Context: an optimization exercise on an open-source flow, tuned for small area, a short achievable clock period and few clock cycles per item. The choices shown serve that exercise and are no tape-out recipe. Only simulation tests tie the RTL to the original design; equivalence was not proved. No activity file was given, so power comes from the tool's default toggle rates.

==> run a: inputs <==
Design smoothed_noise_modulator, start of the top module:
module smoothed_noise_modulator (
    input  logic        i_clk,
    input  logic        i_rst_n,
    input  logic        i_s_tvalid,
    output logic        o_s_tready,
    input  logic [95:0] i_s_tdata,
    input  logic [1:0]  i_s_tuser,
    output logic        o_m_tvalid,
    input  logic        i_m_tready,
    output logic [31:0] o_m_tdata,
    input  logic        i_cfg_valid,
    output logic        o_cfg_ready,
    input  logic [1:0]  i_cfg_index,
    input  logic [15:0] i_cfg_data
);
    localparam int NCH = 6;
    logic [15:0] r_mgain;
    logic [3:0]  r_morder;
    logic        r_auto;
    assign o_cfg_ready = 1'b1;
    always_ff @(posedge i_clk) begin
        if (!i_rst_n) begin
            r_mgain  <= 16'd2000;
            r_morder <= 4'd10;
            r_auto   <= 1'b1;
        end else if (i_cfg_valid) begin
            case (i_cfg_index)
                2'd0: r_mgain  <= i_cfg_data;
                2'd1: r_morder <= i_cfg_data[3:0];
                2'd2: r_auto   <= i_cfg_data[0];
                default: ;
            endcase
        end
    end
    logic [NCH*32-1:0] r_a0, r_a1, r_a2, r_a3, r_m0, r_m1;    
    logic [NCH-1:0]    r_okp_l, r_okq_l, r_okp_m, r_okq_m;    
    logic [NCH*4-1:0]  r_ord_a, r_ord_b;                      
    logic [NCH-1:0]    r_ord_ok;
    logic [NCH*48-1:0] r_gain;                                
    logic [NCH-1:0]    r_gain_ok;
    logic adv;           
    logic hz;            
    logic mv0;           
    logic r_rdy;         
    logic s_acc;
    logic [2:0] in_ch;
    logic in_range, in_upd, in_par, in_mot;
    logic [NCH-1:0] in_sl, in_sm;
    assign in_ch    = i_s_tdata[2:0];
    assign in_range = (in_ch < 3'd6);
    assign in_mot   = (i_s_tuser == 2'd1);
    assign in_upd   = in_range && r_auto && (i_s_tuser == 2'd0 || i_s_tuser == 2'd1);
    assign in_par   = in_range && (i_s_tuser == 2'd2);
    assign mv0        = r_rdy;
    assign o_s_tready = r_rdy;
    assign s_acc      = i_s_tvalid && mv0;
    always_comb begin
        for (int c = 0; c < NCH; c++) begin
            in_sl[c] = s_acc && in_upd && !in_mot && in_ch == c;
            in_sm[c] = s_acc && in_upd &&  in_mot && in_ch == c;
        end
    end
  ...
clock: 9.0 ns
lec_check: 0
abc_area: 1
cap_margin: 20
core_margin: 2
core_utilization: 55
cts_cluster_diameter: 60
cts_cluster_size: 20
slew_margin: 20
setup_slack_margin: 5.8
standard.sh (not shown) runs the stock make flow with config.mk's settings and CLKGATE_MAP_FILE= SYNTH_SCRIPT=/design/flow/synth_recipe.tcl, a recipe that flattens the netlist after the stock synthesis.
==> flow/flow/run.sh <==
#!/bin/bash
set -euo pipefail
cp config.mk config.mk.orig
grep -v '^export SETUP_SLACK_MARGIN' config.mk.orig > config.mk
echo 'export SETUP_SLACK_MARGIN = 5.8' >> config.mk
cp standard.sh standard.sh.txt
bash standard.sh > standard.log 2>&1
==> run b: changes against run a <==
--- a/flow/design.v
+++ b/flow/design.v
@@ -1120,15 +1120,15 @@
     always_ff @(posedge i_clk) begin
         for (int c = 0; c < NCH; c++)
             if (r0_par && r0_ch == c) begin
                 r_ord_a[c*4 +: 4] <= r0_oa;
                 r_ord_b[c*4 +: 4] <= r0_ob;
             end
     end
-    logic [NCH-1:0] r2_sl, r2_sm, r3_sl, r3_sm, r4_sl, r4_sm;    
+    logic [NCH-1:0] r2_sl, r2_sm;
     logic [31:0] pa, pb, ha, hb, xb, s1a, c1a, s1b, c1b;
     logic [3:0]  k1a, k1b;
     logic [4:0]  k2a, k2b;
     assign hz = |{r0_sl & r2_sl, r0_sm & r2_sm};
     always_comb begin
         pa  = '0;
         pb  = '0;
@@ -1160,17 +1160,21 @@
     logic [31:0]    r2_sa, r2_ca, r2_sb, r2_cb;
     logic [3:0]     r2_k1a, r2_k1b;
     logic [4:0]     r2_k2a, r2_k2b;
     always_ff @(posedge i_clk) begin
         if (!i_rst_n) begin
             r2_vld <= 1'b0;
             r2_par <= 1'b0;
+            r2_sl  <= '0;
+            r2_sm  <= '0;
         end else if (adv) begin
             r2_vld <= r0_vld && r_rdy;
             r2_par <= r0_par && r_rdy;
+            r2_sl  <= r_rdy ? r0_sl : '0;
+            r2_sm  <= r_rdy ? r0_sm : '0;
         end
     end
     always_ff @(posedge i_clk) begin
         if (adv) begin
             r2_mot <= r0_mot;
             r2_ch  <= r0_ch;
             r2_sa  <= s1a;
@@ -1202,24 +1206,29 @@
                 r_a2[c*32 +: 32] <= pb_n;
             end
             if (r2_sm[c]) r_m0[c*32 +: 32] <= pa_n;
         end
     end
     logic           r3_vld, r3_par, r3_mot;
     logic [2:0]     r3_ch;
+    logic [NCH-1:0] r3_sl, r3_sm, r4_sl, r4_sm;
     logic [31:0]    r3_pa, r3_pb;
     logic [3:0]     r3_k1a, r3_k1b;
     logic [4:0]     r3_k2a, r3_k2b;
     always_ff @(posedge i_clk) begin
         if (!i_rst_n) begin
             r3_vld <= 1'b0;
             r3_par <= 1'b0;
+            r3_sl  <= '0;
+            r3_sm  <= '0;
         end else if (adv) begin
             r3_vld <= r2_vld;
             r3_par <= r2_par;
+            r3_sl  <= r2_sl;
+            r3_sm  <= r2_sm;
         end
     end
     always_ff @(posedge i_clk) begin
         if (adv) begin
             r3_mot <= r2_mot;
             r3_ch  <= r2_ch;
             r3_pa  <= pa_n;
@@ -1254,41 +1263,35 @@
     logic [2:0]     r4_ch;
     logic [31:0]    r4_sa, r4_ca, r4_sb, r4_cb;
     logic [4:0]     r4_k2a, r4_k2b;
     always_ff @(posedge i_clk) begin
         if (!i_rst_n) begin
             r4_vld <= 1'b0;
             r4_par <= 1'b0;
+            r4_sl  <= '0;
+            r4_sm  <= '0;
         end else if (adv) begin
             r4_vld <= r3_vld;
             r4_par <= r3_par;
+            r4_sl  <= r3_sl;
+            r4_sm  <= r3_sm;
         end
     end
     always_ff @(posedge i_clk) begin
         if (adv) begin
             r4_mot <= r3_mot;
             r4_ch  <= r3_ch;
             r4_sa  <= s3a;
             r4_ca  <= c3a;
             r4_sb  <= s3b;
             r4_cb  <= c3b;
             r4_k2a <= r3_k2a;
             r4_k2b <= r3_k2b;
         end
     end
-    always_comb begin
-        for (int c = 0; c < NCH; c++) begin
-            r2_sl[c] = r2_vld && !r2_mot && r2_ch == c;
-            r2_sm[c] = r2_vld &&  r2_mot && r2_ch == c;
-            r3_sl[c] = r3_vld && !r3_mot && r3_ch == c;
-            r3_sm[c] = r3_vld &&  r3_mot && r3_ch == c;
-            r4_sl[c] = r4_vld && !r4_mot && r4_ch == c;
-            r4_sm[c] = r4_vld &&  r4_mot && r4_ch == c;
-        end
-    end
     logic [31:0] qa_n, qb_n;
     assign qa_n = r4_sa + r4_ca;
     assign qb_n = r4_sb + r4_cb;
     always_ff @(posedge i_clk) begin
         if (!i_rst_n) begin
             r_okq_l <= '0;
             r_okq_m <= '0;
--- a/flow/config.mk
+++ b/flow/config.mk
@@ -4,12 +4,12 @@
 export VERILOG_FILES = /design/flow/design.v
 export SDC_FILE = /design/flow/constraint.sdc
 export NUM_CORES = 4
 export LEC_CHECK = 0
 export ABC_AREA = 1
 export CAP_MARGIN = 20
 export CORE_MARGIN = 2
-export CORE_UTILIZATION = 55
+export CORE_UTILIZATION = 40
 export CTS_CLUSTER_DIAMETER = 60
 export CTS_CLUSTER_SIZE = 20
 export SLEW_MARGIN = 20
 export SETUP_SLACK_MARGIN = 5.8
==> run c: changes against run a <==
--- a/flow/config.mk
+++ b/flow/config.mk
@@ -4,12 +4,12 @@
 export VERILOG_FILES = /design/flow/design.v
 export SDC_FILE = /design/flow/constraint.sdc
 export NUM_CORES = 4
 export LEC_CHECK = 0
 export ABC_AREA = 1
 export CAP_MARGIN = 20
 export CORE_MARGIN = 2
-export CORE_UTILIZATION = 55
+export CORE_UTILIZATION = 40
 export CTS_CLUSTER_DIAMETER = 60
 export CTS_CLUSTER_SIZE = 20
 export SLEW_MARGIN = 20
 export SETUP_SLACK_MARGIN = 5.8
==> notes.md <==
* FFs & Latches at 2398
* Psw at 0.01501 W
* Antenna violations before repair at 13
* Well-tap cell count at between 4k and 5k
* GR Util met3 at 2.973%
* Final Util at 47.18%
* Met2 WL at about 180000 um
* Multi-In Gates at ~7.6k
* Run status: complete, no violations
* Largest net degree at the start of global routing at 150
* Hold path start: r2_k2a[0]$_DFFE_PN_
* DP Worst Slack at 4.450 ns
* Combinational power share at 36.9%
* Leakage power figure at 58.70 nW
the above is filed under run c

==> notes.md <==
* Antenna violations before repair at 13
* GR Util met3 at between 3 and 4%
* Met2 WL at 176600 um
* Hold path start: r2_k2b[3]$_DFFE_PN_
* Multi-In Gates at approximately 7.6k
* DP Worst Slack at 4.407 ns
* Seq pwr share at 41.8%
* FFs & Latches at between 2k and 2.5k
* Combinational power share at around 37%
* Psw at 0.01476 W
* Final Util at 63.53%
* Run status: complete, no violations
* Seq/total area at roughly half
* Leakage power figure at 58.08 nW
* Largest net degree at the start of global routing at 117
the above is filed under run a

==> notes.md <==
* CP Cell Sequence: buf_2
* Clock buffer depth at 4
* Post-synthesis adder-cell area fraction at 8.434%
* Largest net degree at the start of global routing at 99
* DP Worst Slack at 4.498 ns
* Final period utilization at a little under two fifths
* Synth Area per Inst at roughly 11 um2
* Leakage power figure at around 57 nW
* Run status: complete, no violations
* Worst Path Arrival at 1.61 ns
* Final Util at 45.85%
* Combinational power share at 36.6%
* Well-tap cell count at 4120
* Count leader, synth: nand2_1
* Multi-In Gates at around 7.4k
* GR Util met3 at 2.604%
* Hold path start: r2_mot$_DFFE_PN_
* WHS Endpoint: r3_mot$_DFFE_PN_
* Slowest Stage Delay on Critical Path at 0.52 ns
* FFs & Latches at 2434
the above is filed under run b

Testbench counts of run a, summed over its fixed seeds: cycles 25,556, items 20,122.
Testbench counts of run b, summed over its fixed seeds: cycles 25,556, items 20,122.
Testbench counts of run c, summed over its fixed seeds: cycles 25,556, items 20,122.

port drivers added, routing unchanged:
The results above use ideal ports. As a check the final layouts listed here were re-extracted and re-timed, cells and wires unchanged.
Step 1 (the two cells are an assumption about what drives the block):
set clk [get_ports {i_clk}]
set_driving_cell -lib_cell sky130_fd_sc_hd__clkbuf_16 $clk
set_driving_cell -lib_cell sky130_fd_sc_hd__buf_2 [delete_from_list [all_inputs] $clk]
Step 2 moves the port delays by t, midway between the first and last clock arrival at a register: inputs arrive t later, outputs are due t later. That takes back most of the time a late clock gives input paths.
Slacks: ideal / step 1 / step 2; pairs: ideal / step 1.
run | shift t [ns] | setup WS [ns] | worst setup path at the end | slew at the worst register clock pin (ns)
run a | 0.943 | 5.659 / 5.636 / 5.135 | input to register | 0.09 / 0.09
run b | 0.984 | 5.592 / 5.489 / 5.099 | input to register | 0.09 / 0.09
run c | 0.984 | 5.423 / 5.423 / 5.053 | input to register | 0.09 / 0.09
After both steps every run listed still meets setup and hold. The setup slack of run a, which loses most, moves by -0.023 ns with the drivers and by -0.524 ns with both steps.
